What follows belongs to an exercise in optimizing a design on an open flow for small area and a short achievable clock period; a production flow would make more cautious choices. The RTL of this run was laid out without a check of its function. Power is estimated from default activity; no workload was simulated.

==> design.v <==
module xgmii_rx_stats #(
    parameter int NCH           = 4,
    parameter int CNT_W         = 16,
    parameter int TICKS_PER_SEC = 50000,
    parameter int MAX_LEN       = 1518
) (
    input  logic                 sys_clk,
    input  logic                 sys_rst,
    input  logic [64*NCH-1:0]    xgmii_rxd,
    input  logic [8*NCH-1:0]     xgmii_rxc,
    input  logic                 clear,
    output logic                 sec_tick,
    output logic [CNT_W*NCH-1:0] rx_pps,
    output logic [CNT_W*NCH-1:0] rx_throughput,
    output logic [CNT_W*NCH-1:0] rx_errors
);
    localparam int TW = (TICKS_PER_SEC > 1) ?
                        $clog2(TICKS_PER_SEC) : 1;
    localparam logic [TW-1:0] TC = TW'(TICKS_PER_SEC - 1);
    localparam int LW = 12;
    localparam logic signed [LW-1:0] LMAX = {1'b0, {(LW-1){1'b1}}};
    logic [TW-1:0] win_q;
    logic          tick_q;
    logic          win_end;
    assign win_end = (win_q == TC);
    always_ff @(posedge sys_clk or posedge sys_rst) begin
        if (sys_rst) begin
            win_q  <= '0;
            tick_q <= 1'b0;
        end else begin
            win_q  <= (clear || win_end) ? '0 : win_q + 1'b1;
            tick_q <= !clear && win_end;
        end
    end
    assign sec_tick = tick_q;
    for (genvar k = 0; k < NCH; k++) begin : g_ch
        logic                 st_q;
        logic signed [LW-1:0] lm_q, lm_d;
        logic                 bad_q, bad_d;
        logic [CNT_W-1:0]     pps_q, byt_q, err_q;
        logic [CNT_W-1:0]     opps_q, obyt_q, oerr_q;
        logic [CNT_W-1:0]     p, b, e;
        logic [7:0] ctl, dat, trm, erl, bnd;
        logic       s0, s4;
        logic [8:0] nb;              
        logic [3:0] pc [9];          
        logic [8:0] pe;              
        logic [7:0] ft;              
        logic [2:0] dt;              
        logic       et;              
        logic       any_b, any_ft, last_s, good;
        logic [1:0] err_n;
        logic [7:0] rng;             
        logic [CNT_W:0] bx, by;
        always_comb begin
            for (int i = 0; i < 8; i++) begin
                logic [7:0] byt;
                logic       hi;
                byt    = xgmii_rxd[64*k + 8*i +: 8];
                hi     = &byt[7:3];
                ctl[i] = xgmii_rxc[8*k + i];
                dat[i] = !ctl[i];
                trm[i] = ctl[i] && hi && byt[2:0] == 3'b101;
                erl[i] = ctl[i] && hi && byt[2:0] == 3'b110;
            end
            s0 = ctl[0] && xgmii_rxd[64*k +: 8] == 8'hFB;
            s4 = ctl[4] && xgmii_rxd[64*k + 32 +: 8] == 8'hFB;
            bnd = trm | {3'b000, s4, 3'b000, s0};
            nb[0] = 1'b1;
            pc[0] = 4'd0;
            pe[0] = 1'b0;
            for (int i = 0; i < 8; i++) begin
                nb[i+1] = nb[i] && !bnd[i];
                pc[i+1] = pc[i] + {3'b000, dat[i]};
                pe[i+1] = pe[i] || erl[i];
            end
            ft = trm & nb[7:0];
            any_b  = !nb[8];
            any_ft = |ft;
            dt = 3'd0;
            et = 1'b0;
            for (int i = 0; i < 8; i++) begin
                if (ft[i]) begin
                    dt = pc[i][2:0];
                    et = pe[i];
                end
            end
            for (int j = 0; j < 8; j++)
                rng[j] = ($signed(lm_q) >= $signed(LW'(64 - j))) &&
                         ($signed(lm_q) <= $signed(LW'(MAX_LEN - j)));
            good = st_q && !bad_q && any_ft && !et && rng[dt];
            err_n = {1'b0, st_q && any_b && !good}
                  + {1'b0, s0 && |bnd[7:1]}
                  + {1'b0, s4 && |trm[7:5]};
            bx = {1'b0, byt_q} + {{(CNT_W+1-(LW-1)){1'b0}}, lm_q[LW-2:0]};
            by = bx + {{(CNT_W-2){1'b0}}, dt};
            p = (pps_q == '1) ? pps_q : pps_q + {{(CNT_W-1){1'b0}}, good};
            b = !good ? byt_q : (by[CNT_W] ? '1 : by[CNT_W-1:0]);
            begin
                logic [CNT_W:0] es;
                es = {1'b0, err_q} + {{(CNT_W-1){1'b0}}, err_n};
                e  = es[CNT_W] ? '1 : es[CNT_W-1:0];
            end
            last_s = (s4 && !(|trm[7:5])) || (s0 && !(|bnd[7:1]));
            if (!any_b) begin
                logic signed [LW:0] ls;
                ls    = {lm_q[LW-1], lm_q} + {{(LW-3){1'b0}}, pc[8]};
                lm_d  = (!lm_q[LW-1] && ls[LW-1]) ? LMAX : ls[LW-1:0];
                bad_d = bad_q || pe[8];
            end else if (s4) begin
                lm_d  = LW'(pc[8] - pc[5]) - LW'(7);
                bad_d = |erl[7:5];
            end else begin
                lm_d  = LW'(pc[8] - pc[1]) - LW'(7);
                bad_d = |erl[7:1];
            end
        end
        always_ff @(posedge sys_clk or posedge sys_rst) begin
            if (sys_rst) begin
                st_q   <= 1'b0;
                pps_q  <= '0;
                byt_q  <= '0;
                err_q  <= '0;
                opps_q <= '0;
                obyt_q <= '0;
                oerr_q <= '0;
            end else begin
                if (any_b) st_q <= last_s;
                if (clear) begin
                    pps_q  <= '0;
                    byt_q  <= '0;
                    err_q  <= '0;
                    opps_q <= '0;
                    obyt_q <= '0;
                    oerr_q <= '0;
                end else if (win_end) begin
                    pps_q  <= '0;
                    byt_q  <= '0;
                    err_q  <= '0;
                    opps_q <= p;
                    obyt_q <= b;
                    oerr_q <= e;
                end else begin
                    pps_q  <= p;
                    byt_q  <= b;
                    err_q  <= e;
                end
            end
        end
        always_ff @(posedge sys_clk) begin
            lm_q  <= lm_d;
            bad_q <= bad_d;
        end
        assign rx_pps[CNT_W*k +: CNT_W]        = opps_q;
        assign rx_throughput[CNT_W*k +: CNT_W] = obyt_q;
        assign rx_errors[CNT_W*k +: CNT_W]     = oerr_q;
    end
endmodule
module xgmii_rx_stats_top (
    input  logic          sys_clk,
    input  logic          sys_rst,
    input  logic [255:0]  xgmii_rxd,
    input  logic [31:0]   xgmii_rxc,
    input  logic          clear,
    output logic          sec_tick,
    output logic [63:0]   rx_pps,
    output logic [63:0]   rx_throughput,
    output logic [63:0]   rx_errors
);
    xgmii_rx_stats #(
        .NCH          (4),
        .CNT_W        (16),
        .TICKS_PER_SEC(50000),
        .MAX_LEN      (1518)
    ) u_stats (
        .sys_clk      (sys_clk),
        .sys_rst      (sys_rst),
        .xgmii_rxd    (xgmii_rxd),
        .xgmii_rxc    (xgmii_rxc),
        .clear        (clear),
        .sec_tick     (sec_tick),
        .rx_pps       (rx_pps),
        .rx_throughput(rx_throughput),
        .rx_errors    (rx_errors)
    );
endmodule
==> run.sh <==
#!/bin/bash
# synth_recipe.tcl (not shown) runs the flow's synth.tcl, then flattens the netlist and writes it again
# the make line also repeats each setting of config.mk as NAME=value (left out here)
make -C /OpenROAD-flow-scripts/flow DESIGN_CONFIG=/design/flow/config.mk WORK_HOME=/design/flow/orfs CLKGATE_MAP_FILE= SYNTH_SCRIPT=/design/flow/synth_recipe.tcl finish
==> config.mk <==
export PLATFORM = sky130hd
export DESIGN_NAME = xgmii_rx_stats_top
export DESIGN_NICKNAME = xgmii_rx_stats_top
export VERILOG_FILES = /design/flow/design.v
export SDC_FILE = /design/flow/constraint.sdc
export NUM_CORES = 4
export LEC_CHECK = 0
export CAP_MARGIN = 20
export CORE_MARGIN = 2
export CORE_UTILIZATION = 40
export SLEW_MARGIN = 20
==> constraint.sdc <==
create_clock -name core_clock -period 20.0 [get_ports {sys_clk}]
set_input_delay 4.0000 -clock core_clock [delete_from_list [all_inputs] [get_ports {sys_clk}]]
set_output_delay 4.0000 -clock core_clock [all_outputs]
set_load 0.01 [all_outputs]
==> impl_metrics.tcl <==
set metrics [dict create \
    cts_tree "done" \
    clockRootBuffer "clkbuf_16" \
    grt_pass1_vias 25800 \
    synth_ff_type "dfrtp_1" \
    wire_per_inst_um 18.0 \
    drt-total-wl_um 88100 \
    routed_via_density 5.40 \
    ff2ff_setup_slack_ns 14.27 \
    p_leak_nw 16.2 \
    drive_gt1_share_pct 4.42 \
    nets 4403 \
    rr_worst_depth 18 \
    finalCritPeriodShare_pct 53.1 \
    async_flop_share_pct 88.6 \
    drc 0 \
    io_buffers 483 \
    yosys.area_share.adder_pct 10.3 \
    regArea_um2 11200 \
    cp_max_fo 13 \
    cap_viol_max_count 0 \
    cp-end-kind "register" \
    critPathLaunchType "input port" \
    worst_pin_slew_ns 1.10 \
    power_density_nw_per_um2 85.8 \
    relSlewSlack_pct 25.8 \
    maxSlewViolCount 0 \
    grt_pass1_wl_um 142000 \
    hold_path_depth 1 \
    min_path_type "reg -> reg" \
    synth_cells 3465 \
    start_util_pct 40.2 \
    pin_count 484 \
    nFillCells 7069 \
    final_hold_viol_count 0 \
    clk_path_buf_depth 3 \
    finalPower_mw 3.20 \
    htreeDepth 2 \
    clock-sinks 457 \
    die_x_um 277 \
    status "timing/DRC/antenna clean" \
    placed_cell_area_um2 35500 \
    ys_seq_elements 457 \
    syn_avg_cell_area_um2 8.59 \
    rows 100 \
    yosys.area_share.xor_xnor_pct 6.88 \
    dieHeight_um 277 \
    synth_top_family_by_area "simple AND/OR/NAND/NOR gates" \
    synthMuxAreaShare_pct 1.66 \
    area_growth_pct 25.4 \
    cp.arrival_ns 11.11 \
    ir_drop_mv 0.0715 \
    first_pass_iters 5 \
    cts_buffers 55 \
    cts_hold_buf 0 \
    cp_slowest_cell "a311oi_1" \
    antenna_cells 0 \
    cts.repair.resized 0 \
    gp_congestion 0.935 \
    cpMostUsedCell "ha_1" \
    cp_data_required_time_ns 20.49 \
    tns_ns 0 \
    antenna_found_initial 3 \
    grt_overflow 0 \
    synthSimpleGateAreaFrac_pct 24.8 \
    yosysWarningCount 5 \
    coreArea_um2 74100 \
    via_count 26500 \
    slowest_delay_ns 0.60 \
    dieArea_um2 76600 \
    syn_nets 3977 \
    final_area_um2 37300 \
    drt-initial-drc-count 1584 \
    grtUsageTotal_pct 22.6 \
    syn_area_um2 29800 \
    dp_hpwl_um 65500 \
    multi_input_area_um2 17500 \
    finalSetupViolCount 0 \
    min_period_ns 10.62 \
    synth_compound_area_share_pct 14.9 \
    synth_cell_type_count 89 \
    ant_nets 0 \
    synth_edf_count 0 \
    worstSkewPairLatency_ns 0.63 \
    grt_start_max_net_pins 141 \
    critical_path_class "in -> reg" \
    rsz0062_at_grt "false" \
    fin_skew_ns 0.0411 \
    cts_setup_buffers 0 \
    clk_pin_slew_worst_paths_ns 0.06 \
    fmax_mhz 94.1 \
    ys_seq_area_share_pct 37.5 \
]
worst max-delay path: cells and delay by family:
family / cells / cell delay [ns]
AO/OA/AOI/OAI: 7 / 2.06
AND/OR/NAND/NOR: 6 / 1.22
buffers and inverters: 3 / 0.65
adder cells (fa/ha/maj): 8 / 2.97
multiplexers: 1 / 0.19
worst paths after layout:
check	start	to
max	xgmii_rxc[24]	u_stats.g_ch[3].obyt_q[7]$_DFFE_PP0N_
max reg2reg	u_stats.g_ch[2].lm_q[9]$_DFF_P_	u_stats.g_ch[2].oerr_q[11]$_DFFE_PP0N_
min	u_stats.win_q[0]$_DFF_PP0_	u_stats.win_q[0]$_DFF_PP0_
min reg2reg	u_stats.win_q[0]$_DFF_PP0_	u_stats.win_q[0]$_DFF_PP0_
min in group asynchronous	sys_rst	u_stats.g_ch[2].opps_q[12]$_DFFE_PP0N_
max in group asynchronous	sys_rst	u_stats.g_ch[0].obyt_q[5]$_DFFE_PP0N_
where the power goes:
part           switching, mW  leakage, nW  total (mW)  internal [mW]
Combinational          0.578         9.22        1.08          0.499
Sequential             0.124         6.09        1.11          0.989
Clock                  0.423        0.889        1.01          0.589
stage by stage:
step	instances	hold WS, ns	utilization, %	worst slack, ns
5_1_grt	4904	0.477	50.4	8.73
6_report	4904	0.448	50.4	9.38
3_3_place_gp	4803	0.447	47.9	8.80
4_1_cts	4904	0.453	50.4	9.40
2_1_floorplan	3465	0.424	-	4.73
3_5_place_dp	4803	0.444	47.9	8.76
per-layer routing:
metal / global-route usage (%) / wire length (µm) / up-vias
li1: - / - / 13100
met3: 5.26 / 5840 / 124
met2: 35.2 / 39200 / 566
met5: 0 / 7 / -
met4: 6.37 / 2310 / 2
met1: 31.5 / 40700 / 12700
registers in the layout, summed over array words and instances (netlist names):
| name | count |
|---|---|
| u_stats.g_ch.bad_q | 4 |
| u_stats.g_ch.byt_q | 64 |
| u_stats.g_ch.err_q | 64 |
| u_stats.g_ch.lm_q | 48 |
| u_stats.g_ch.obyt_q | 64 |
| u_stats.g_ch.oerr_q | 64 |
| u_stats.g_ch.opps_q | 64 |
| u_stats.g_ch.pps_q | 64 |
| u_stats.g_ch.st_q | 4 |
| u_stats.tick_q | 1 |
| u_stats.win_q | 16 |
cells by family after synthesis:
logic type | after synthesis
AO/OA/AOI/OAI | 673
multiplexers | 47
adder cells (fa/ha/maj) | 221
XOR/XNOR | 234
buffers and inverters | 307
AND/OR/NAND/NOR | 1526
flip-flops | 457
layout make-up:
cell class	instances	share of cell area, %
Multi-Input combinational cell	2701	46.8
Clock inverter	24	0.728
Tap cell	969	3.25
Timing Repair Buffer	503	13.4
Sequential cell	457	29.9
Clock buffer	77	4.12
Inverter	173	1.76
synthesized netlist by cell type (37+ instances only):
library cell,instances,area (µm²)
a211oi_1,123,923
a21oi_1,177,886
and3_1,63,394
clkbuf_1,121,454
dfrtp_1,405,10100
dfxtp_1,52,1040
fa_1,40,801
ha_1,181,2260
inv_1,172,646
nand2_1,295,1110
nand2b_1,37,231
nand3_1,134,671
nand4_1,76,475
nor2_1,576,2160
nor3_1,80,400
o21ai_0,125,626
xnor2_1,104,911
xor2_1,130,1140
cells in the final DEF (no fill, tap or decap), drive strengths merged, types with 81 or more instances in the layout:
master and n:
a211oi 123, a21oi 178, clkdlybuf4s50 482, dfrtp 405, ha 181, inv 175
nand2 295, nand3 134, nor2 576, nor3 81, o21ai 138, xnor2 104
xor2 130

## afterwards: timing with drivers on the ports
The flow's constraints put no driver on any port. The routed layout listed below was extracted and timed again, unchanged, in two steps. Step 1, drivers: a clkbuf_16 drives sys_clk and a buf_2 each remaining input, both assumed. Step 2 also shifts input and output timing later by t, the mid clock arrival at the registers, as if the neighbouring blocks saw the same clock. Slacks: ideal ports / drivers / drivers and shift; pairs: ideal ports / drivers.
shift t [ns]: 0.675
slack for setup (ns): 9.377 / 9.407 / 8.732
clock arrival spread, ns: 0.043 / 0.044
After both steps setup and hold are still met in this run. The setup slack of this run moves by +0.030 ns with the drivers and by -0.645 ns with both steps.
